This is an optimization exercise on Yosys and OpenROAD, whose aim is small area and a short achievable clock period, not a production implementation.
RTL that was checked went through simulation tests only; none was proved equivalent to the original.
No functional check of the RTL was part of runs 2 and 3.
No activity file was given, so power comes from the tool's default toggle rates.

==> flow/flow/run.sh <==
#!/bin/bash
# The standard layout (standard.sh) with two changes:
# - port buffers inserted before global placement are plain buffers (buf_2)
#   instead of ORFS's default pick, a delay cell that timing repair can only
#   swap for other delay cells;
# - clock tree sink clusters of up to 20 flip-flops.
export BUFFER_PORTS_ARGS="-buffer_cell sky130_fd_sc_hd__buf_2"
export CTS_ARGS="-sink_clustering_enable -repair_clock_nets -root_buf sky130_fd_sc_hd__clkbuf_16 -buf_list sky130_fd_sc_hd__clkbuf_16 -sink_clustering_buffer sky130_fd_sc_hd__clkbuf_16 -sink_clustering_size 20 -sink_clustering_max_diameter 60"
bash standard.sh > standard.log 2>&1
==> flow/standard.sh <==
#!/bin/bash
# synth_recipe.tcl (not shown) runs the flow's synth.tcl, then flattens the netlist and writes it again
# the make line also repeats each setting of config.mk as NAME=value (left out here)
make -C /OpenROAD-flow-scripts/flow DESIGN_CONFIG=/design/flow/config.mk WORK_HOME=/design/flow/orfs CLKGATE_MAP_FILE= SYNTH_SCRIPT=/design/flow/synth_recipe.tcl "${@:-finish}"
==> flow/config.mk <==
export PLATFORM = sky130hd
export DESIGN_NAME = stream_bridge_top
export DESIGN_NICKNAME = stream_bridge_top
export VERILOG_FILES = /design/flow/design.v
export SDC_FILE = /design/flow/constraint.sdc
export NUM_CORES = 4
export LEC_CHECK = 0
export CAP_MARGIN = 20
export CORE_MARGIN = 2
export CORE_UTILIZATION = 72
export SETUP_SLACK_MARGIN = 2.2
export SLEW_MARGIN = 50
==> flow/constraint.sdc <==
create_clock -name core_clock -period 4.0 [get_ports {ap_clk}]
set_input_delay 0.8000 -clock core_clock [delete_from_list [all_inputs] [get_ports {ap_clk}]]
set_output_delay 0.8000 -clock core_clock [all_outputs]
set_load 0.01 [all_outputs]
==> flow/design.v <==
package stream_bridge_pkg;
  localparam int APB_ADDR_W = 8;
  localparam int APB_DATA_W = 32;
  localparam int WIDE_W   = 32;
  localparam int NARROW_W = 8;
  localparam int OPEN_DELAY = 3;
  localparam int OPEN_RD32_BIT = 0;
  localparam int OPEN_RD8_BIT  = 1;
  localparam int OPEN_WR32_BIT = 2;
  localparam int OPEN_WR8_BIT  = 3;
  typedef enum logic [APB_ADDR_W-1:0] {
    REG_OPEN_CTRL = 8'h00,  
    REG_STATUS    = 8'h04,  
    REG_RD32      = 8'h08,  
    REG_RD8       = 8'h0C,
    REG_WR32      = 8'h10,  
    REG_WR8       = 8'h14
  } reg_addr_e;
endpackage
`timescale 1ns/1ps
module stream_fifo #(
  parameter int WIDTH = 32,
  parameter int DEPTH = 16,
  parameter int PTR_W = 4
) (
  input  logic             ap_clk,
  input  logic             wr_en,
  input  logic [PTR_W-1:0] wr_ptr,
  input  logic [WIDTH-1:0] wr_data,
  input  logic [DEPTH-1:0] rd_sel,
  output logic [WIDTH-1:0] rd_data
);
  logic [WIDTH-1:0] mem [DEPTH];
  always_ff @(posedge ap_clk)
  begin
    for (int i = 0; i < DEPTH; i++)
      if (wr_en && wr_ptr == PTR_W'(i))
        mem[i] <= wr_data;
  end
  always_comb
  begin
    rd_data = '0;
    for (int i = 0; i < DEPTH; i++)
      rd_data = rd_data | (mem[i] & {WIDTH{rd_sel[i]}});
  end
endmodule
`timescale 1ns/1ps
import stream_bridge_pkg::*;
module to_host_channel
#(
  parameter int WIDTH = 32,
  parameter int DEPTH = 16
) (
  input  logic             ap_clk,
  input  logic             rst_n,
  input  logic             open_ctrl,
  input  logic             open_nx,     
  input  logic [WIDTH-1:0] in_data,
  input  logic             in_valid,
  output logic             in_ready,
  input  logic             pop,         
  output logic [WIDTH-1:0] pf_data,     
  output logic             pf_ne,       
  output logic             open
);
  logic [3:0]            wr_ptr;
  logic [15:0]           rd_sel;        
  logic [4:0]            count, count_nx;
  logic                  ready_q, ne_q, full_q, one_q, last_q;
  logic                  do_push, do_pop;
  logic                  ne_nx, full_nx;
  logic [WIDTH-1:0]      rd_data;
  logic [OPEN_DELAY-1:0] open_pipe;
  assign in_ready = ready_q;
  assign do_push  = in_valid && ready_q;
  assign do_pop   = pop && ne_q;
  stream_fifo #(.WIDTH(WIDTH), .DEPTH(16), .PTR_W(4)) u_mem (
    .ap_clk, .wr_en(!full_q), .wr_ptr, .wr_data(in_data), .rd_sel, .rd_data
  );
  assign ne_nx   = open_ctrl && (do_push || (ne_q && !(one_q && do_pop)));
  assign full_nx = open_ctrl && ((full_q && !do_pop) || (last_q && do_push && !do_pop));
  always_ff @(posedge ap_clk)
  begin
    if (!rst_n || !open_ctrl)
    begin
      wr_ptr <= '0;
      rd_sel <= 16'd1;
    end
    else
    begin
      if (do_push) wr_ptr <= wr_ptr + 1'b1;
      if (do_pop)  rd_sel <= {rd_sel[14:0], rd_sel[15]};
    end
  end
  always_ff @(posedge ap_clk)
  begin
    if (!rst_n)
    begin
      ne_q    <= 1'b0;
      full_q  <= 1'b0;
      ready_q <= 1'b0;
    end
    else
    begin
      ne_q    <= ne_nx;
      full_q  <= full_nx;
      ready_q <= open_nx && !full_nx;
    end
  end
  always_comb
  begin
    count_nx = count;
    if (!open_ctrl)
      count_nx = '0;
    else if (do_push && !do_pop)
      count_nx = count + 1'b1;
    else if (!do_push && do_pop)
      count_nx = count - 1'b1;
  end
  always_ff @(posedge ap_clk)
  begin
    if (!rst_n)
    begin
      count  <= '0;
      one_q  <= 1'b0;
      last_q <= 1'b0;
    end
    else
    begin
      count  <= count_nx;
      one_q  <= (count_nx == 5'd1);
      last_q <= (count_nx == 5'd15);
    end
  end
  assign pf_ne   = open_ctrl && (ne_q || in_valid);
  assign pf_data = !open_ctrl ? '0 : ne_q ? rd_data : (in_valid ? in_data : '0);
  always_ff @(posedge ap_clk)
  begin
    if (!rst_n)
      open_pipe <= '0;
    else
      open_pipe <= {open_pipe[OPEN_DELAY-2:0], open_ctrl};
  end
  assign open = open_pipe[OPEN_DELAY-1];
endmodule
`timescale 1ns/1ps
import stream_bridge_pkg::*;
module from_host_channel
#(
  parameter int WIDTH = 32,
  parameter int DEPTH = 16
) (
  input  logic             ap_clk,
  input  logic             rst_n,
  input  logic             open_ctrl,
  input  logic             push,        
  input  logic [WIDTH-1:0] push_data,
  output logic             pf_full,     
  output logic [WIDTH-1:0] out_data,
  output logic             out_valid,
  input  logic             out_ready,
  output logic             open
);
  logic [3:0]            wr_ptr;
  logic [14:0]           rd_sel;        
  logic [4:0]            count, count_nx;
  logic                  valid_q, full_q, one_q, last_q;
  logic                  do_push, do_pop, ring_push, ring_pop, head_in, head_pop, head_hold;
  logic                  valid_nx, full_nx;
  logic [WIDTH-1:0]      head, ring_data;
  logic [OPEN_DELAY-1:0] open_pipe;
  function automatic logic [3:0] ring_next(input logic [3:0] p);
    ring_next = (p == 4'd14) ? 4'd0 : p + 1'b1;
  endfunction
  assign out_valid = valid_q;
  assign out_data  = head;
  assign pf_full   = !open_ctrl || (full_q && !out_ready);
  assign do_push   = push && open_ctrl && !full_q;
  assign do_pop    = valid_q && out_ready;
  assign ring_pop  = do_pop && valid_q && !one_q;
  assign ring_push = do_push && valid_q && !(one_q && do_pop);
  assign head_in   = !valid_q || (one_q && do_pop);
  stream_fifo #(.WIDTH(WIDTH), .DEPTH(15), .PTR_W(4)) u_mem (
    .ap_clk, .wr_en(!full_q), .wr_ptr, .wr_data(push_data), .rd_sel, .rd_data(ring_data)
  );
  assign valid_nx = open_ctrl && (do_push || (valid_q && !(one_q && do_pop)));
  assign full_nx  = open_ctrl && ((full_q && !do_pop) || (last_q && do_push && !do_pop));
  always_ff @(posedge ap_clk)
  begin
    if (!rst_n || !open_ctrl)
    begin
      wr_ptr <= '0;
      rd_sel <= 15'd1;
    end
    else
    begin
      if (ring_push) wr_ptr <= ring_next(wr_ptr);
      if (ring_pop)  rd_sel <= {rd_sel[13:0], rd_sel[14]};
    end
  end
  always_ff @(posedge ap_clk)
  begin
    if (!rst_n)
    begin
      valid_q <= 1'b0;
      full_q  <= 1'b0;
    end
    else
    begin
      valid_q <= valid_nx;
      full_q  <= full_nx;
    end
  end
  always_comb
  begin
    count_nx = count;
    if (!open_ctrl)
      count_nx = '0;
    else if (do_push && !do_pop)
      count_nx = count + 1'b1;
    else if (!do_push && do_pop)
      count_nx = count - 1'b1;
  end
  always_ff @(posedge ap_clk)
  begin
    if (!rst_n)
    begin
      count  <= '0;
      one_q  <= 1'b0;
      last_q <= 1'b0;
    end
    else
    begin
      count  <= count_nx;
      one_q  <= (count_nx == 5'd1);
      last_q <= (count_nx == 5'd15);
    end
  end
  assign head_pop  = !head_in && do_pop;
  assign head_hold = !head_in && !do_pop;
  always_ff @(posedge ap_clk)
    head <= ({WIDTH{head_in}} & push_data) | ({WIDTH{head_pop}} & ring_data)
          | ({WIDTH{head_hold}} & head);
  always_ff @(posedge ap_clk)
  begin
    if (!rst_n)
      open_pipe <= '0;
    else
      open_pipe <= {open_pipe[OPEN_DELAY-2:0], open_ctrl};
  end
  assign open = open_pipe[OPEN_DELAY-1];
endmodule
`timescale 1ns/1ps
import stream_bridge_pkg::*;
module apb_host_regs
(
  input  logic                  ap_clk,
  input  logic                  rst_n,
  input  logic                  psel,
  input  logic                  penable,
  input  logic                  pwrite,
  input  logic [stream_bridge_pkg::APB_ADDR_W-1:0] paddr,
  input  logic [stream_bridge_pkg::APB_DATA_W-1:0] pwdata,
  output logic [stream_bridge_pkg::APB_DATA_W-1:0] prdata,
  output logic                  pready,
  output logic                  pslverr,
  output logic [3:0]            open_ctrl,
  output logic [3:0]            open_nx,
  input  logic [stream_bridge_pkg::WIDE_W-1:0]     rd32_pf_data,
  input  logic [stream_bridge_pkg::NARROW_W-1:0]   rd8_pf_data,
  input  logic                  rd32_pf_ne,
  input  logic                  rd8_pf_ne,
  output logic                  rd32_pop,
  output logic                  rd8_pop,
  input  logic                  wr32_pf_full,
  input  logic                  wr8_pf_full,
  output logic                  wr32_push,
  output logic                  wr8_push
);
  logic                  apb_access;
  logic                  sel_ctrl, sel_status, sel_rd32, sel_rd8, sel_wr32, sel_wr8;
  logic [7:0]            status_nx;
  logic [APB_DATA_W-1:0] prdata_nx;
  logic                  pslverr_nx;
  assign apb_access = psel && penable;
  assign pready     = 1'b1;           
  assign sel_ctrl   = (paddr == REG_OPEN_CTRL);
  assign sel_status = (paddr == REG_STATUS);
  assign sel_rd32   = (paddr == REG_RD32);
  assign sel_rd8    = (paddr == REG_RD8);
  assign sel_wr32   = (paddr == REG_WR32);
  assign sel_wr8    = (paddr == REG_WR8);
  logic q_ctrl_wr, q_rd32, q_rd8, q_wr32, q_wr8;
  always_ff @(posedge ap_clk)
  begin
    q_ctrl_wr <= pwrite && sel_ctrl;
    q_rd32    <= !pwrite && sel_rd32;
    q_rd8     <= !pwrite && sel_rd8;
    q_wr32    <= pwrite && sel_wr32;
    q_wr8     <= pwrite && sel_wr8;
  end
  assign rd32_pop  = apb_access && q_rd32;
  assign rd8_pop   = apb_access && q_rd8;
  assign wr32_push = apb_access && q_wr32;
  assign wr8_push  = apb_access && q_wr8;
  assign open_nx = !rst_n ? 4'b0 : (apb_access && q_ctrl_wr) ? pwdata[3:0] : open_ctrl;
  always_ff @(posedge ap_clk)
    open_ctrl <= open_nx;
  assign status_nx = {wr8_pf_full, wr32_pf_full, rd8_pf_ne, rd32_pf_ne, open_ctrl};
  always_comb
  begin
    prdata_nx = '0;
    if (sel_ctrl)   prdata_nx = APB_DATA_W'(open_ctrl);
    if (sel_status) prdata_nx = APB_DATA_W'(status_nx);
    if (sel_rd32)   prdata_nx = APB_DATA_W'(rd32_pf_data);
    if (sel_rd8)    prdata_nx = APB_DATA_W'(rd8_pf_data);
  end
  always_comb
  begin
    case (paddr)
      REG_OPEN_CTRL: pslverr_nx = 1'b0;
      REG_STATUS:    pslverr_nx = pwrite;
      REG_RD32:      pslverr_nx = !pwrite && !rd32_pf_ne;
      REG_RD8:       pslverr_nx = !pwrite && !rd8_pf_ne;
      REG_WR32:      pslverr_nx = pwrite && wr32_pf_full;
      REG_WR8:       pslverr_nx = pwrite && wr8_pf_full;
      default:       pslverr_nx = 1'b1;
    endcase
  end
  always_ff @(posedge ap_clk)
  begin
    prdata  <= prdata_nx;
    pslverr <= pslverr_nx;
  end
endmodule
`timescale 1ns/1ps
import stream_bridge_pkg::*;
module stream_bridge_top
#(
  parameter int DEPTH = 16
) (
  input  logic                  ap_clk,
  input  logic                  rst_n,
  input  logic                  psel,
  input  logic                  penable,
  input  logic                  pwrite,
  input  logic [stream_bridge_pkg::APB_ADDR_W-1:0] paddr,
  input  logic [stream_bridge_pkg::APB_DATA_W-1:0] pwdata,
  output logic [stream_bridge_pkg::APB_DATA_W-1:0] prdata,
  output logic                  pready,
  output logic                  pslverr,
  input  logic [stream_bridge_pkg::WIDE_W-1:0]     read_32_data,
  input  logic                  read_32_valid,
  output logic                  read_32_ready,
  input  logic [stream_bridge_pkg::NARROW_W-1:0]   read_8_data,
  input  logic                  read_8_valid,
  output logic                  read_8_ready,
  output logic [stream_bridge_pkg::WIDE_W-1:0]     write_32_data,
  output logic                  write_32_valid,
  input  logic                  write_32_ready,
  output logic [stream_bridge_pkg::NARROW_W-1:0]   write_8_data,
  output logic                  write_8_valid,
  input  logic                  write_8_ready,
  output logic                  to_host_read_32_open,
  output logic                  to_host_read_8_open,
  output logic                  from_host_write_32_open,
  output logic                  from_host_write_8_open
);
  logic [3:0]          open_ctrl, open_nx;
  logic [WIDE_W-1:0]   rd32_pf_data;
  logic [NARROW_W-1:0] rd8_pf_data;
  logic                rd32_pf_ne, rd8_pf_ne;
  logic                rd32_pop, rd8_pop;
  logic                wr32_pf_full, wr8_pf_full;
  logic                wr32_push, wr8_push;
  apb_host_regs u_regs (
    .ap_clk, .rst_n, .psel, .penable, .pwrite, .paddr, .pwdata, .prdata, .pready, .pslverr,
    .open_ctrl, .open_nx, .rd32_pf_data, .rd8_pf_data, .rd32_pf_ne, .rd8_pf_ne,
    .rd32_pop, .rd8_pop, .wr32_pf_full, .wr8_pf_full, .wr32_push, .wr8_push
  );
  to_host_channel #(.WIDTH(WIDE_W), .DEPTH(DEPTH)) u_read_32 (
    .ap_clk, .rst_n,
    .open_ctrl (open_ctrl[OPEN_RD32_BIT]),
    .open_nx   (open_nx[OPEN_RD32_BIT]),
    .in_data   (read_32_data),
    .in_valid  (read_32_valid),
    .in_ready  (read_32_ready),
    .pop       (rd32_pop),
    .pf_data   (rd32_pf_data),
    .pf_ne     (rd32_pf_ne),
    .open      (to_host_read_32_open)
  );
  to_host_channel #(.WIDTH(NARROW_W), .DEPTH(DEPTH)) u_read_8 (
    .ap_clk, .rst_n,
    .open_ctrl (open_ctrl[OPEN_RD8_BIT]),
    .open_nx   (open_nx[OPEN_RD8_BIT]),
    .in_data   (read_8_data),
    .in_valid  (read_8_valid),
    .in_ready  (read_8_ready),
    .pop       (rd8_pop),
    .pf_data   (rd8_pf_data),
    .pf_ne     (rd8_pf_ne),
    .open      (to_host_read_8_open)
  );
  from_host_channel #(.WIDTH(WIDE_W), .DEPTH(DEPTH)) u_write_32 (
    .ap_clk, .rst_n,
    .open_ctrl (open_ctrl[OPEN_WR32_BIT]),
    .push      (wr32_push),
    .push_data (pwdata[WIDE_W-1:0]),
    .pf_full   (wr32_pf_full),
    .out_data  (write_32_data),
    .out_valid (write_32_valid),
    .out_ready (write_32_ready),
    .open      (from_host_write_32_open)
  );
  from_host_channel #(.WIDTH(NARROW_W), .DEPTH(DEPTH)) u_write_8 (
    .ap_clk, .rst_n,
    .open_ctrl (open_ctrl[OPEN_WR8_BIT]),
    .push      (wr8_push),
    .push_data (pwdata[NARROW_W-1:0]),
    .pf_full   (wr8_pf_full),
    .out_data  (write_8_data),
    .out_valid (write_8_valid),
    .out_ready (write_8_ready),
    .open      (from_host_write_8_open)
  );
endmodule
==> impl_metrics.py, run 1 <==
metrics = {
    "outcome": {
        "outcome": "complete, no violations",
    },
    "worst_setup_path": {
        "cp-start-kind": "register",
        "critPathCaptureType": "output port",
        "crit_arrival_ns": 1.16,
        "r2r_slack_ns": 2.19,
        "cp_cell_sequence": "buf_6",
        "r2r-end": "u_read_8.one_q",
        "critPathMaxStageDelay_ns": 0.37,
        "crit_required_ns": 3.20,
        "cpLargestDelayFamily": "flip-flops",
        "crit_type": "register to output port",
        "endpoint": "write_32_data[1]",
        "worstSetupStartpoint": "u_write_32.head[1]",
        "cp.depth": 1,
        "slowest_stage": "dfxtp_4",
        "reg2reg_from": "u_read_8.ne_q",
        "crit_fanout": 2,
        "critPathBufInv": 1,
        "reg2regPathDepth": 8,
    },
    "finish": {
        "final_cell_mix": "edfxtp_1 (1240), a22oi_1 (238), nand2_1 (196)",
        "utilization_pct": 82.9,
        "nets": 3541,
        "area_growth_pct": 14.5,
        "final_common_cell": "edfxtp_1",
        "fill_cells": 3507,
        "final_cells": 4469,
        "drive_above_1_share_pct": 22.0,
    },
    "clock_tree": {
        "clk_pin_slew_worst_paths_ns": 0.09,
        "htreeDepth": 3,
        "clockBufferDepth": 3,
        "cts_root_buf": "clkbuf_16",
        "cts_sinks": 1450,
        "cts-hold-fix-buffers": 0,
        "clock_latency_ns": 0.66,
        "cts_tree": "done",
        "numCtsBuffers": 89,
    },
    "synthesis": {
        "syn_area_mm2": 0.0526,
        "yosysSeqAreaShare_pct": 78.7,
        "synth_top_area_share_pct": 70.7,
        "synth_seq_cells": 1450,
        "ys_warn_count": 13,
        "yosysTopAreaCell": "edfxtp_1",
        "synth_nets": 3300,
        "synthCells": 3195,
        "netlist_top_cells_area": "edfxtp_1 (71%), dfxtp_1 (8.0%), a22oi_1 (3.4%), a221oi_1 (2.2%), a22o_1 (2.1%)",
        "syn_area_per_cell_um2": 16.5,
        "synth_edf_count": 1240,
        "yosysUniqueCellTypes": 71,
        "ys.flop_type": "edfxtp_1",
        "async_reset_ff_share_pct": 0,
    },
    "timing": {
        "slew_headroom_pct": 55.3,
        "rsz0062_at_grt": "yes",
        "hold_violations": 0,
        "setup_tns_ns": 0,
        "tightestPinTransition_ns": 0.670,
        "setup-violations-final": 0,
        "fmax_ghz": 0.509,
        "final.min_clock_period_ns": 1.96,
        "maxSlewViolCount": 0,
        "worst_hold_slack_ns": 0.387,
        "post-route-period-util_pct": 49.1,
        "finClkSkew_ns": 0.0278,
    },
    "die": {
        "coreArea_mm2": 0.0727,
        "die_width_um": 274,
        "start_util_pct": 72.4,
        "ios": 171,
        "fp.dieArea_mm2": 0.0753,
        "placementRows": 99,
        "die_h_um": 274,
    },
    "power_and_ir_drop": {
        "p_per_area_mw_per_mm2": 432,
        "pwr-share-clk_pct": 35.2,
        "swShare_pct": 19.9,
        "vdd_drop_max_mv": 0.486,
        "total_power_w": 0.0261,
        "p_int_w": 0.0209,
        "leakage_nw": 19.1,
        "p_comb_share_pct": 1.7,
        "p_seq_share_pct": 63.0,
        "p_switching_w": 0.00518,
    },
    "placed_design": {
        "dp_hpwl_um": 75400,
        "place_inst": 4191,
        "port-buffer-count": 169,
        "gp_congestion": 0.884,
    },
    "global_routing": {
        "grt.total_usage_pct": 37.9,
        "overflow": 0,
        "first_global_vias": 31900,
        "grt_pass1_wl_um": 206000,
        "antenna_found_initial": 8,
        "grt_max_degree": 35,
    },
    "drt": {
        "via_count": 32900,
        "firstDrtPassIters": 8,
        "viasPerCell": 7.36,
        "drt-initial-drc-count": 5397,
        "routedWlPerCell_um": 32.3,
        "antenna_left": 0,
        "wirelength_um": 144000,
        "drcViolationCount": 0,
    },
    "worst_hold_path": {
        "min_path_type": "input pin to register",
    },
    "run": {
        "max_cap_viol_count": 0,
    },
}
[Yosys cell counts (all sizes together) (17+ instances only)]
library cell and instances:
edfxtp 1240, a22oi 238, dfxtp 210, nand2 204, clkbuf 166, a221oi 130, a22o 129, a21oi 105
nor2 97, a222oi 72, buf 63, nand4 59, nor3 51, and3 48, a31oi 47, nand3 43
a221o 40, and2 24, nand2b 24, inv 23, mux2i 17, o21ai 17
[flip-flops by register name (all words and copies together) (netlist names), 8 cells and up]
signal,cells
u_write_32.u_mem.mem,480
u_read_8.rd_sel,16
u_read_8.u_mem.mem,128
u_regs.prdata,32
u_write_32.head,32
u_write_8.rd_sel,15
u_write_32.rd_sel,15
u_read_32.rd_sel,16
u_write_8.head,8
u_write_8.u_mem.mem,120
u_read_32.u_mem.mem,512
[cell type report]
type                       count  area (um^2)  share of cell area, %
sequential                  1450        41700                   69.2
multi-input combinational   1495        11100                   18.4
timing repair buffer         377         3460                   5.74
clock buffer                  93         2330                   3.86
tap                          959         1200                   1.99
clock inverter                67          393                  0.652
inverter                      23         93.8                  0.156
antenna                        5         12.5                 0.0208
[repair_timing]
| item | 4_1_cts | 5_1_grt |
|---|---|---|
| resized for setup | 257 | 105 |
| setup buffers | 65 | 44 |
| cloned | 4 | 0 |
| endpoints found under the setup margin | 1134 | 549 |
| pin swaps | 20 | 19 |
[stage by stage]
stage / instance area, um^2 / setup WS (ns)
2_1_floorplan: 53100 / 1.83
3_3_place_gp: 54900 / 1.23
3_5_place_dp: 55100 / 1.43
4_1_cts: 59500 / 2.02
5_1_grt: 60300 / 2.02
6_report: 60300 / 2.04
[logic make-up after synthesis]
family | synth area share, %
fa+ha+maj | 0.380
xor+xnor | 0.276
mux | 0.373
other cells | 0.00712
flops | 78.7
buf+inv | 1.94
simple gates | 5.78
compound gates | 12.5
[power by group through the flow]
stage                     Combinational [W]  Sequential, W  Clock, W
after CTS                          0.000436         0.0164   0.00917
after floorplan                    0.000109         0.0168         0
after global routing               0.000491         0.0164   0.00973
final                              0.000455         0.0164   0.00918
after global placement             0.000374         0.0168         0
after detailed placement           0.000396         0.0168         0
[per-layer routing]
layer  wire (um)  global-route usage [%]
met1       48800                    50.6
met4        6230                    16.4
met3       18000                    6.63
met5          41                       0
met2       71300                    62.5
[how the worst min path moves through the flow]
stage	from	end	slack (ns)	depth (start not counted)
2_1_floorplan	u_read_32.open_pipe[0]	u_read_32.open_pipe[1]	0.41	1
3_3_place_gp	u_read_32.open_pipe[0]	u_read_32.open_pipe[1]	0.42	1
3_5_place_dp	u_write_8.open_pipe[1]	u_write_8.open_pipe[2]	0.42	1
4_1_cts	paddr[0]	u_regs.q_wr32	0.36	2
5_1_grt	pwrite	u_regs.q_rd32	0.39	2
6_report	pwrite	u_regs.q_rd32	0.39	2
==> run 2, diff against run 1 <==
--- a/flow/design.v
+++ b/flow/design.v
@@ -69,13 +69,14 @@
   logic                  ready_q, ne_q, full_q, one_q, last_q;
   logic                  do_push, do_pop;
   logic                  ne_nx, full_nx;
+  logic                  pf_mem, pf_in;
   logic [WIDTH-1:0]      rd_data;
   logic [OPEN_DELAY-1:0] open_pipe;
   assign in_ready = ready_q;
   assign do_push  = in_valid && ready_q;
   assign do_pop   = pop && ne_q;
   stream_fifo #(.WIDTH(WIDTH), .DEPTH(16), .PTR_W(4)) u_mem (
-    .ap_clk, .wr_en(!full_q), .wr_ptr, .wr_data(in_data), .rd_sel, .rd_data
+    .ap_clk, .wr_en(!full_q), .wr_ptr, .wr_data(in_data), .rd_sel(rd_sel & {16{pf_mem}}), .rd_data
   );
   assign ne_nx   = open_ctrl && (do_push || (ne_q && !(one_q && do_pop)));
   assign full_nx = open_ctrl && ((full_q && !do_pop) || (last_q && do_push && !do_pop));
@@ -133,7 +134,9 @@
     end
   end
   assign pf_ne   = open_ctrl && (ne_q || in_valid);
-  assign pf_data = !open_ctrl ? '0 : ne_q ? rd_data : (in_valid ? in_data : '0);
+  assign pf_mem  = open_ctrl && ne_q;
+  assign pf_in   = open_ctrl && !ne_q && in_valid;
+  assign pf_data = rd_data | ({WIDTH{pf_in}} & in_data);
   always_ff @(posedge ap_clk)
   begin
     if (!rst_n)
@@ -181,7 +184,8 @@
   assign ring_push = do_push && valid_q && !(one_q && do_pop);
   assign head_in   = !valid_q || (one_q && do_pop);
   stream_fifo #(.WIDTH(WIDTH), .DEPTH(15), .PTR_W(4)) u_mem (
-    .ap_clk, .wr_en(!full_q), .wr_ptr, .wr_data(push_data), .rd_sel, .rd_data(ring_data)
+    .ap_clk, .wr_en(!full_q), .wr_ptr, .wr_data(push_data), .rd_sel(rd_sel & {15{head_pop}}),
+    .rd_data(ring_data)
   );
   assign valid_nx = open_ctrl && (do_push || (valid_q && !(one_q && do_pop)));
   assign full_nx  = open_ctrl && ((full_q && !do_pop) || (last_q && do_push && !do_pop));
@@ -239,7 +243,7 @@
   assign head_pop  = !head_in && do_pop;
   assign head_hold = !head_in && !do_pop;
   always_ff @(posedge ap_clk)
-    head <= ({WIDTH{head_in}} & push_data) | ({WIDTH{head_pop}} & ring_data)
+    head <= ({WIDTH{head_in}} & push_data) | ring_data
           | ({WIDTH{head_hold}} & head);
   always_ff @(posedge ap_clk)
   begin
==> flow/flow/run.sh (replaced) <==
#!/bin/bash
# The standard layout (standard.sh) with two changes:
# - port buffers inserted before global placement are plain buffers (buf_2)
#   instead of ORFS's default pick, a delay cell that timing repair can only
#   swap for other delay cells;
# - clock tree sink clusters of up to 24 flip-flops.
export BUFFER_PORTS_ARGS="-buffer_cell sky130_fd_sc_hd__buf_2"
export CTS_ARGS="-sink_clustering_enable -repair_clock_nets -root_buf sky130_fd_sc_hd__clkbuf_16 -buf_list sky130_fd_sc_hd__clkbuf_16 -sink_clustering_buffer sky130_fd_sc_hd__clkbuf_16 -sink_clustering_size 24 -sink_clustering_max_diameter 80"
bash standard.sh > standard.log 2>&1
--- a/flow/config.mk
+++ b/flow/config.mk
@@ -9,4 +9,4 @@
 export CORE_MARGIN = 2
 export CORE_UTILIZATION = 72
 export SETUP_SLACK_MARGIN = 2.2
-export SLEW_MARGIN = 50
+export SLEW_MARGIN = 20
==> run 2 against run 1 <==
Still clean; cell count rose by 3.0%; register-to-register slack got worse by 0.28 ns; utilization rose by 2.5 points; routed wire length rose by 11%; worst setup slack got worse by 0.12 ns; sequential cell count did not move; synthesized cell count rose by 1.3%; sequential power barely moved; cell area rose by 3.0%; critical path type is now register to register; largest cell class unchanged; highest routed layer unchanged.
==> impl_metrics.py, run 2 <==
metrics = {
    "outcome": {
        "outcome": "complete, no violations",
    },
    "worst_setup_path": {
        "crit_arrival_ns": 2.60,
        "cp.depth": 7,
        "critPathMaxStageDelay_ns": 0.37,
        "cp-start-kind": "register",
        "reg2regPathDepth": 7,
        "crit_fanout": 12,
        "crit_type": "register to register",
        "critPathBufInv": 2,
        "crit_required_ns": 4.51,
        "cp_cell_sequence": "buf_6, and3b_2, and2_4, buf_12, a222oi_1, and4_1, nand4_1",
        "cpLargestDelayFamily": "simple AND/OR/NAND/NOR gates",
        "slowest_stage": "dfxtp_4",
        "critPathCaptureType": "register",
    },
    "clock_tree": {
        "cts_tree": "done",
        "cts_root_buf": "clkbuf_16",
        "cts_sinks": 1450,
        "clockBufferDepth": 3,
        "numCtsBuffers": 70,
        "clk_pin_slew_worst_paths_ns": 0.10,
        "clock_latency_ns": 0.67,
        "htreeDepth": 3,
    },
    "power_and_ir_drop": {
        "vdd_drop_max_mv": 0.536,
        "p_per_area_mw_per_mm2": 400,
        "p_comb_share_pct": 1.8,
        "leakage_nw": 19.8,
        "p_switching_w": 0.00490,
        "p_int_w": 0.0199,
        "swShare_pct": 19.7,
        "pwr-share-clk_pct": 32.0,
        "p_seq_share_pct": 66.2,
    },
    "synthesis": {
        "syn_area_mm2": 0.0528,
        "netlist_top_cells_area": "edfxtp_1 (71%), dfxtp_1 (8.0%), a22oi_1 (5.2%), a222oi_1 (1.6%), a22o_1 (1.4%)",
        "yosysMostFrequentCell": "edfxtp_1",
        "ys_warn_count": 13,
        "synth_nets": 3340,
        "syn_area_per_cell_um2": 16.3,
        "yosysTopAreaCell": "edfxtp_1",
        "yosysSeqAreaShare_pct": 78.5,
        "yosysUniqueCellTypes": 71,
        "synth_seq_cells": 1450,
        "synth_top_area_share_pct": 70.6,
        "async_reset_ff_share_pct": 0,
        "synth_commonest_cells": "edfxtp_1 (1240), a22oi_1 (364), dfxtp_1 (210), nand2_1 (193), clkbuf_1 (176)",
        "ys.flop_type": "edfxtp_1",
        "synthCells": 3235,
        "synth_edf_count": 1240,
    },
    "drt": {
        "wirelength_um": 160000,
        "routedWlPerCell_um": 34.7,
        "drt-initial-drc-count": 6453,
        "via_count": 34900,
        "antenna_left": 0,
        "firstDrtPassIters": 9,
        "viasPerCell": 7.57,
        "drcViolationCount": 0,
    },
    "global_routing": {
        "grt.total_usage_pct": 40.1,
        "first_global_vias": 32600,
        "grt_pass1_wl_um": 217000,
        "overflow": 0,
        "antenna_found_initial": 16,
        "grt_max_degree": 35,
    },
    "die": {
        "ios": 171,
        "die_h_um": 275,
        "start_util_pct": 72.6,
        "fp.dieArea_mm2": 0.0755,
        "coreArea_mm2": 0.0727,
        "die_width_um": 275,
        "placementRows": 99,
    },
    "timing": {
        "setup-violations-final": 0,
        "finalWorstSetupSlack_ns": 1.91,
        "fmax_ghz": 0.479,
        "post-route-period-util_pct": 52.1,
        "hold_violations": 0,
        "slew_headroom_pct": 52.5,
        "rsz0062_at_grt": "yes",
        "maxSlewViolCount": 0,
        "setup_tns_ns": 0,
        "final.min_clock_period_ns": 2.09,
        "finClkSkew_ns": 0.0290,
        "tightestPinTransition_ns": 0.713,
    },
    "finish": {
        "drive_above_1_share_pct": 27.0,
        "fill_cells": 3175,
        "top_register": "u_read_32.u_mem.mem",
        "nets": 3683,
        "final_cell_mix": "edfxtp_1 (1240), a22oi_1 (340), nand2_1 (185), buf_4 (185), buf_6 (123)",
        "largest_reg_flops": 512,
        "area_growth_pct": 17.7,
        "reg_top3": "u_read_32.u_mem.mem (512), u_write_32.u_mem.mem (480), u_read_8.u_mem.mem (128)",
        "final_common_cell": "edfxtp_1",
    },
    "worst_hold_path": {
        "min_path_type": "input pin to register",
        "holdPathStages": 2,
    },
    "placed_design": {
        "port-buffer-count": 169,
        "place_ws_ns": 0.908,
        "gp_congestion": 0.905,
        "dp_hpwl_um": 78500,
    },
    "run": {
        "max_cap_viol_count": 0,
    },
}
run 2: changes by cell type in the layout (fill, tap and decap cells not counted), sizes merged, moves of 16 or more:
cell	previous run	this run
o21ai	17	33
and4	11	37
buf	373	477
a221oi	130	78
a22oi	238	364
a22o	129	83
a221o	40	5
and3	48	27
a31oi	47	30
run 2: cell type report:
type	instances	area [um^2]	area share (%)
Timing Repair Buffer	490	4890	7.88
Multi-Input combinational cell	1543	12100	19.5
Clock buffer	74	1850	2.98
Inverter	23	91.3	0.147
Antenna cell	13	32.5	0.0524
Tap cell	959	1200	1.93
Clock inverter	53	228	0.367
Sequential cell	1450	41700	67.1
run 2: per-layer routing:
layer | share of wire (%) | GRT usage, % | routed length (um)
met1 | 33 | 53.3 | 52200
met2 | 47 | 65.2 | 75700
met3 | 14 | 8.49 | 21800
met4 | 6.2 | 17.5 | 9910
met5 | 0.073 | 0 | 117
run 2: final timing paths:
| kind | startpoint | endpoint | slack (ns) |
|---|---|---|---|
| hold / removal | pwrite | u_regs.q_rd32 | 0.38 |
| hold reg to reg | u_read_8.open_pipe[0] | u_read_8.open_pipe[1] | 0.44 |
| setup reg to reg | u_write_32.valid_q | u_write_32.head[19] | 1.91 |
| setup / recovery | u_write_32.valid_q | u_write_32.head[19] | 1.91 |
run 2: what timing repair did:
item | 4_1_cts | 5_1_grt
hold endpoints to repair | 0 | 0
hold buffers | 0 | 0
resized for setup | 435 | 247
endpoints found under the setup margin | 1376 | 837
pin swaps | 74 | 122
buffers inserted | 123 | 86
gates cloned | 12 | 13
run 2: metrics by stage:
step | std cells | cell area [um^2] | hold slack, ns | total power [W] | utilization, %
floorplan | 3235 | 53200 | 0.412 | 0.0169 | -
global placement | 4231 | 55100 | 0.416 | 0.0171 | 75.8
detailed placement | 4231 | 55100 | 0.417 | 0.0172 | 75.8
CTS | 4493 | 60000 | 0.366 | 0.0248 | 82.5
global route | 4598 | 62100 | 0.370 | 0.0254 | 85.4
finish | 4605 | 62100 | 0.384 | 0.0248 | 85.4
run 2: cell families (layout without fill, tap and decap cells):
family | count (synthesis) | count (layout) | synth area share, %
flops | 1450 | 1450 | 78.5
compound gates | 875 | 875 | 12.6
buf+inv | 254 | 640 | 1.98
simple gates | 609 | 621 | 5.90
mux | 10 | 10 | 0.197
other cells | 1 | 14 | 0.00711
fa+ha+maj | 16 | 16 | 0.379
xor+xnor | 20 | 20 | 0.358
run 2: power groups by stage:
stage                     clock [W]  sequential, W  combinational, W
final                       0.00795         0.0164          0.000458
after detailed placement          0         0.0168          0.000381
after global routing        0.00844         0.0164          0.000487
after CTS                   0.00791         0.0164          0.000427
after global placement            0         0.0168          0.000356
after floorplan                   0         0.0168          0.000103
==> run 3, diff against run 2 <==
--- a/flow/design.v
+++ b/flow/design.v
@@ -59,6 +59,7 @@
   input  logic             in_valid,
   output logic             in_ready,
   input  logic             pop,         
+  input  logic             pf_req,      
   output logic [WIDTH-1:0] pf_data,     
   output logic             pf_ne,       
   output logic             open
@@ -134,8 +135,8 @@
     end
   end
   assign pf_ne   = open_ctrl && (ne_q || in_valid);
-  assign pf_mem  = open_ctrl && ne_q;
-  assign pf_in   = open_ctrl && !ne_q && in_valid;
+  assign pf_mem  = pf_req && open_ctrl && ne_q;
+  assign pf_in   = pf_req && open_ctrl && !ne_q && in_valid;
   assign pf_data = rd_data | ({WIDTH{pf_in}} & in_data);
   always_ff @(posedge ap_clk)
   begin
@@ -272,6 +273,8 @@
   output logic [3:0]            open_nx,
   input  logic [stream_bridge_pkg::WIDE_W-1:0]     rd32_pf_data,
   input  logic [stream_bridge_pkg::NARROW_W-1:0]   rd8_pf_data,
+  output logic                  rd32_pf_req,
+  output logic                  rd8_pf_req,
   input  logic                  rd32_pf_ne,
   input  logic                  rd8_pf_ne,
   output logic                  rd32_pop,
@@ -303,6 +306,8 @@
     q_wr32    <= pwrite && sel_wr32;
     q_wr8     <= pwrite && sel_wr8;
   end
+  assign rd32_pf_req = sel_rd32;
+  assign rd8_pf_req  = sel_rd8;
   assign rd32_pop  = apb_access && q_rd32;
   assign rd8_pop   = apb_access && q_rd8;
   assign wr32_push = apb_access && q_wr32;
@@ -313,11 +318,9 @@
   assign status_nx = {wr8_pf_full, wr32_pf_full, rd8_pf_ne, rd32_pf_ne, open_ctrl};
   always_comb
   begin
-    prdata_nx = '0;
+    prdata_nx = APB_DATA_W'(rd32_pf_data) | APB_DATA_W'(rd8_pf_data);
     if (sel_ctrl)   prdata_nx = APB_DATA_W'(open_ctrl);
     if (sel_status) prdata_nx = APB_DATA_W'(status_nx);
-    if (sel_rd32)   prdata_nx = APB_DATA_W'(rd32_pf_data);
-    if (sel_rd8)    prdata_nx = APB_DATA_W'(rd8_pf_data);
   end
   always_comb
   begin
@@ -373,13 +376,13 @@
   logic [3:0]          open_ctrl, open_nx;
   logic [WIDE_W-1:0]   rd32_pf_data;
   logic [NARROW_W-1:0] rd8_pf_data;
-  logic                rd32_pf_ne, rd8_pf_ne;
+  logic                rd32_pf_ne, rd8_pf_ne, rd32_pf_req, rd8_pf_req;
   logic                rd32_pop, rd8_pop;
   logic                wr32_pf_full, wr8_pf_full;
   logic                wr32_push, wr8_push;
   apb_host_regs u_regs (
     .ap_clk, .rst_n, .psel, .penable, .pwrite, .paddr, .pwdata, .prdata, .pready, .pslverr,
-    .open_ctrl, .open_nx, .rd32_pf_data, .rd8_pf_data, .rd32_pf_ne, .rd8_pf_ne,
+    .open_ctrl, .open_nx, .rd32_pf_data, .rd8_pf_data, .rd32_pf_req, .rd8_pf_req, .rd32_pf_ne, .rd8_pf_ne,
     .rd32_pop, .rd8_pop, .wr32_pf_full, .wr8_pf_full, .wr32_push, .wr8_push
   );
   to_host_channel #(.WIDTH(WIDE_W), .DEPTH(DEPTH)) u_read_32 (
@@ -390,6 +393,7 @@
     .in_valid  (read_32_valid),
     .in_ready  (read_32_ready),
     .pop       (rd32_pop),
+    .pf_req    (rd32_pf_req),
     .pf_data   (rd32_pf_data),
     .pf_ne     (rd32_pf_ne),
     .open      (to_host_read_32_open)
@@ -402,6 +406,7 @@
     .in_valid  (read_8_valid),
     .in_ready  (read_8_ready),
     .pop       (rd8_pop),
+    .pf_req    (rd8_pf_req),
     .pf_data   (rd8_pf_data),
     .pf_ne     (rd8_pf_ne),
     .open      (to_host_read_8_open)
==> flow/flow/run.sh (replaced) <==
#!/bin/bash
# The standard layout (standard.sh) with two changes:
# - port buffers inserted before global placement are plain buffers (buf_2)
#   instead of ORFS's default pick, a delay cell that timing repair can only
#   swap for other delay cells;
# - clock tree leaf (sink cluster) buffers are clkbuf_8; the root and the
#   upper levels stay clkbuf_16.
export BUFFER_PORTS_ARGS="-buffer_cell sky130_fd_sc_hd__buf_2"
export CTS_ARGS="-sink_clustering_enable -repair_clock_nets -root_buf sky130_fd_sc_hd__clkbuf_16 -buf_list sky130_fd_sc_hd__clkbuf_16 -sink_clustering_buffer sky130_fd_sc_hd__clkbuf_8"
bash standard.sh > standard.log 2>&1
--- a/flow/config.mk
+++ b/flow/config.mk
@@ -8,5 +8,5 @@
 export CAP_MARGIN = 20
 export CORE_MARGIN = 2
 export CORE_UTILIZATION = 72
-export SETUP_SLACK_MARGIN = 2.2
+export SETUP_SLACK_MARGIN = 2.1
 export SLEW_MARGIN = 20
==> run 3 against run 2 <==
Still clean; via count down 2.1%; clock-buffer cell count up 142; global-route usage down 0.65 points; sequential share of layout area up 0.47 points; combinational power down 5.0%; non-clock buffer count down 117; synthesized cell count down 2.4%; area after synthesis down 0.83%; die area down 0.81%; clock power up 43%; cell count up 1.4%; clock skew up 0.0093 ns; critical path type is now input pin to register; largest cell class unchanged.
==> impl_metrics.py, run 3 <==
metrics = {
    "timing": {
        "fmax_ghz": 0.435,
        "setup_tns_ns": 0,
        "rsz0062_at_grt": "yes",
        "setup-violations-final": 0,
        "hold_violations": 0,
        "tightestPinTransition_ns": 0.938,
        "finalWorstSetupSlack_ns": 1.70,
        "final.min_clock_period_ns": 2.30,
        "slew_headroom_pct": 37.2,
        "maxSlewViolCount": 0,
        "post-route-period-util_pct": 57.4,
        "finClkSkew_ns": 0.0383,
    },
    "global_routing": {
        "grt.total_usage_pct": 39.5,
        "grt_max_degree": 34,
        "overflow": 0,
        "first_global_vias": 33000,
        "grt_pass1_wl_um": 212000,
        "antenna_found_initial": 10,
    },
    "synthesis": {
        "synth_top_area_share_pct": 71.2,
        "yosysSeqAreaShare_pct": 79.2,
        "synth_commonest_cells": "edfxtp_1 (1240), a22oi_1 (259), dfxtp_1 (210), nand2_1 (192), clkbuf_1 (167)",
        "yosysTopAreaCell": "edfxtp_1",
        "syn_area_per_cell_um2": 16.6,
        "yosysMostFrequentCell": "edfxtp_1",
        "synthCells": 3156,
        "netlist_top_cells_area": "edfxtp_1 (71%), dfxtp_1 (8.0%), a22oi_1 (3.7%), a221oi_1 (2.4%), a22o_1 (2.2%)",
        "ys_warn_count": 13,
        "ys.flop_type": "edfxtp_1",
        "synth_nets": 3261,
        "async_reset_ff_share_pct": 0,
        "yosysUniqueCellTypes": 60,
        "synth_edf_count": 1240,
        "syn_area_mm2": 0.0523,
        "synth_seq_cells": 1450,
    },
    "clock_tree": {
        "clock_latency_ns": 0.73,
        "cts_root_buf": "clkbuf_16",
        "clockBufferDepth": 3,
        "cts-hold-fix-buffers": 0,
        "cts_tree": "done",
        "htreeDepth": 4,
        "numCtsBuffers": 212,
        "cts_sinks": 1450,
        "clk_pin_slew_worst_paths_ns": 0.06,
    },
    "drt": {
        "antenna_left": 0,
        "wirelength_um": 151000,
        "firstDrtPassIters": 9,
        "drcViolationCount": 0,
        "via_count": 34200,
        "drt-initial-drc-count": 5902,
        "routedWlPerCell_um": 32.4,
        "viasPerCell": 7.31,
    },
    "worst_hold_path": {
        "min_path_type": "input pin to register",
        "hold-path-endpoint": "u_regs.q_rd32",
        "hp-start": "pwrite",
        "holdPathStages": 2,
    },
    "die": {
        "placementRows": 98,
        "die_h_um": 274,
        "die_width_um": 274,
        "fp.dieArea_mm2": 0.0749,
        "ios": 171,
        "coreArea_mm2": 0.0717,
        "start_util_pct": 73.0,
    },
    "worst_setup_path": {
        "crit_type": "input pin to register",
        "r2r-end": "u_regs.prdata[7]",
        "reg2regPathDepth": 7,
        "crit_arrival_ns": 2.93,
        "r2r_slack_ns": 1.91,
        "cp-start-kind": "input pin",
        "crit_fanout": 6,
        "crit_required_ns": 4.63,
        "reg2reg_from": "u_read_32.rd_sel[15]",
        "worstSetupStartpoint": "paddr[1]",
        "critPathCaptureType": "register",
    },
    "placed_design": {
        "place_inst": 4155,
        "gp_congestion": 0.857,
        "dp_hpwl_um": 76900,
        "port-buffer-count": 169,
        "place_ws_ns": 0.653,
    },
    "finish": {
        "top_register": "u_read_32.u_mem.mem",
        "area_growth_pct": 17.6,
        "drive_above_1_share_pct": 24.3,
        "final_cells": 4670,
        "largest_reg_flops": 512,
        "nets": 3636,
        "final_cell_mix": "edfxtp_1 (1240), a22oi_1 (252), clkbuf_8 (195)",
        "final_common_cell": "edfxtp_1",
        "reg_top3": "u_read_32.u_mem.mem (512), u_write_32.u_mem.mem (480), u_read_8.u_mem.mem (128)",
    },
    "power_and_ir_drop": {
        "vdd_drop_max_mv": 0.450,
        "p_per_area_mw_per_mm2": 461,
        "leakage_nw": 20.4,
    },
    "outcome": {
        "outcome": "complete, no violations",
    },
    "run": {
        "max_cap_viol_count": 0,
    },
}
-- run 3: changes by cell type after synthesis, moves of 9 or more --
cell,delta
a22oi_1,-105
a221oi_1,+65
a22o_1,+48
nand4_1,+17
o21ai_0,-17
a222oi_1,-13
a211oi_1,-9
clkbuf_1,-9
-- run 3: power breakdown --
part	total [W]	internal [W]	switching (W)	leakage [nW]
Sequential	0.0165	0.0164	0.0000345	13.0
Combinational	0.000435	0.000139	0.000297	4.93
Clock	0.0114	0.00586	0.00558	2.45
Total	0.0284	0.0224	0.00592	20.4
-- run 3: cell type report --
cell class	count	area (um^2)
Tap cell	950	1190
Sequential cell	1450	41600
Clock inverter	180	930
Inverter	27	101
Fill cell	3077	10200
Timing Repair Buffer	373	3650
Clock buffer	216	3210
Antenna cell	7	17.5
Multi-Input combinational cell	1467	10900
-- run 3: cells by family (layout without fill, tap and decap cells) --
logic type      Yosys count  in the layout  share of synthesized area (%)
compound gates          806            806                           12.1
flops                  1450           1450                           79.2
xor+xnor                 26             26                          0.435
buf+inv                 248            796                           1.90
mux                      11             11                          0.210
other cells               1              8                        0.00717
simple gates            598            607                           5.82
fa+ha+maj                16             16                          0.383
-- run 3: how the worst max path moves through the flow --
stage,cells after the start,slack [ns],end
after global placement,7,0.66,u_regs.prdata[2]
after global routing,10,1.73,u_regs.prdata[9]
after detailed placement,7,0.65,u_regs.prdata[2]
final,9,1.70,u_regs.prdata[0]
after floorplan,9,1.33,u_regs.prdata[4]
after CTS,9,1.81,u_regs.prdata[2]
-- run 3: worst max-delay path, stage by stage --
cell	delay, ns
buf_6	0.09
or4_4	0.57
or3_4	0.39
buf_6	0.13
or3_4	0.42
buf_4	0.18
a31oi_4	0.16
nor4_1	0.09
nor2_1	0.11
-- run 3: per-stage QoR --
step / power (W) / utilization [%] / hold slack [ns] / area (um^2)
5_1_grt: 0.0291 / 85.8 / 0.325 / 61500
3_5_place_dp: 0.0172 / 76.3 / 0.418 / 54800
4_1_cts: 0.0283 / 84.8 / 0.301 / 60800
2_1_floorplan: 0.0169 / - / 0.412 / 52900
6_report: 0.0284 / 85.8 / 0.356 / 61600
3_3_place_gp: 0.0171 / 76.3 / 0.414 / 54800
-- run 3: timing repair --
item	in CTS	in global routing
gates cloned	12	5
setup endpoints to repair	1188	588
gates resized for setup	318	104
buffers inserted	64	31
pin swaps	50	37
hold endpoints to repair	0	0
-- run 3: layer usage --
layer  up-vias  part of all wire [%]  global-route usage [%]
met3       523                    14                    8.59
met5         -                 0.030                       0
li1      13700                     -                       -
met4         6                   4.9                    18.2
met2      3126                    48                    62.8
met1     16800                    33                    53.1

re-timing with driven ports:
The results above use ideal ports. As a check the final layouts listed here were re-extracted and re-timed, cells and wires unchanged. Step 1: set_driving_cell puts a clkbuf_16 on ap_clk and a buf_2 on each other input, an assumption about the parent block. Step 2 times the ports against the registers' clock, not the clock port: input delays grow and output delays shrink by t, the midpoint of the rising clock arrivals with the driver on. Three values: no drivers, after step 1, after step 2; two values: the first two.
run | shift t [ns] | setup WS [ns] | clock arrival spread, ns | worst register clock-pin slew, ns | worst data-port slew with drivers (ns)
run 1 | 0.727 | 2.037 / 1.963 / 1.525 | 0.034 / 0.034 | 0.09 / 0.09 | 0.13
run 2 | 0.726 | 1.914 / 1.914 / 1.329 | 0.032 / 0.033 | 0.10 / 0.10 | 0.13
run 3 | 0.780 | 1.702 / 1.738 / 0.958 | 0.040 / 0.040 | 0.07 / 0.07 | 0.10
After both steps setup and hold are still met in every run listed. The setup slack of run 3, which loses most, moves by +0.036 ns with the drivers and by -0.744 ns with both steps.
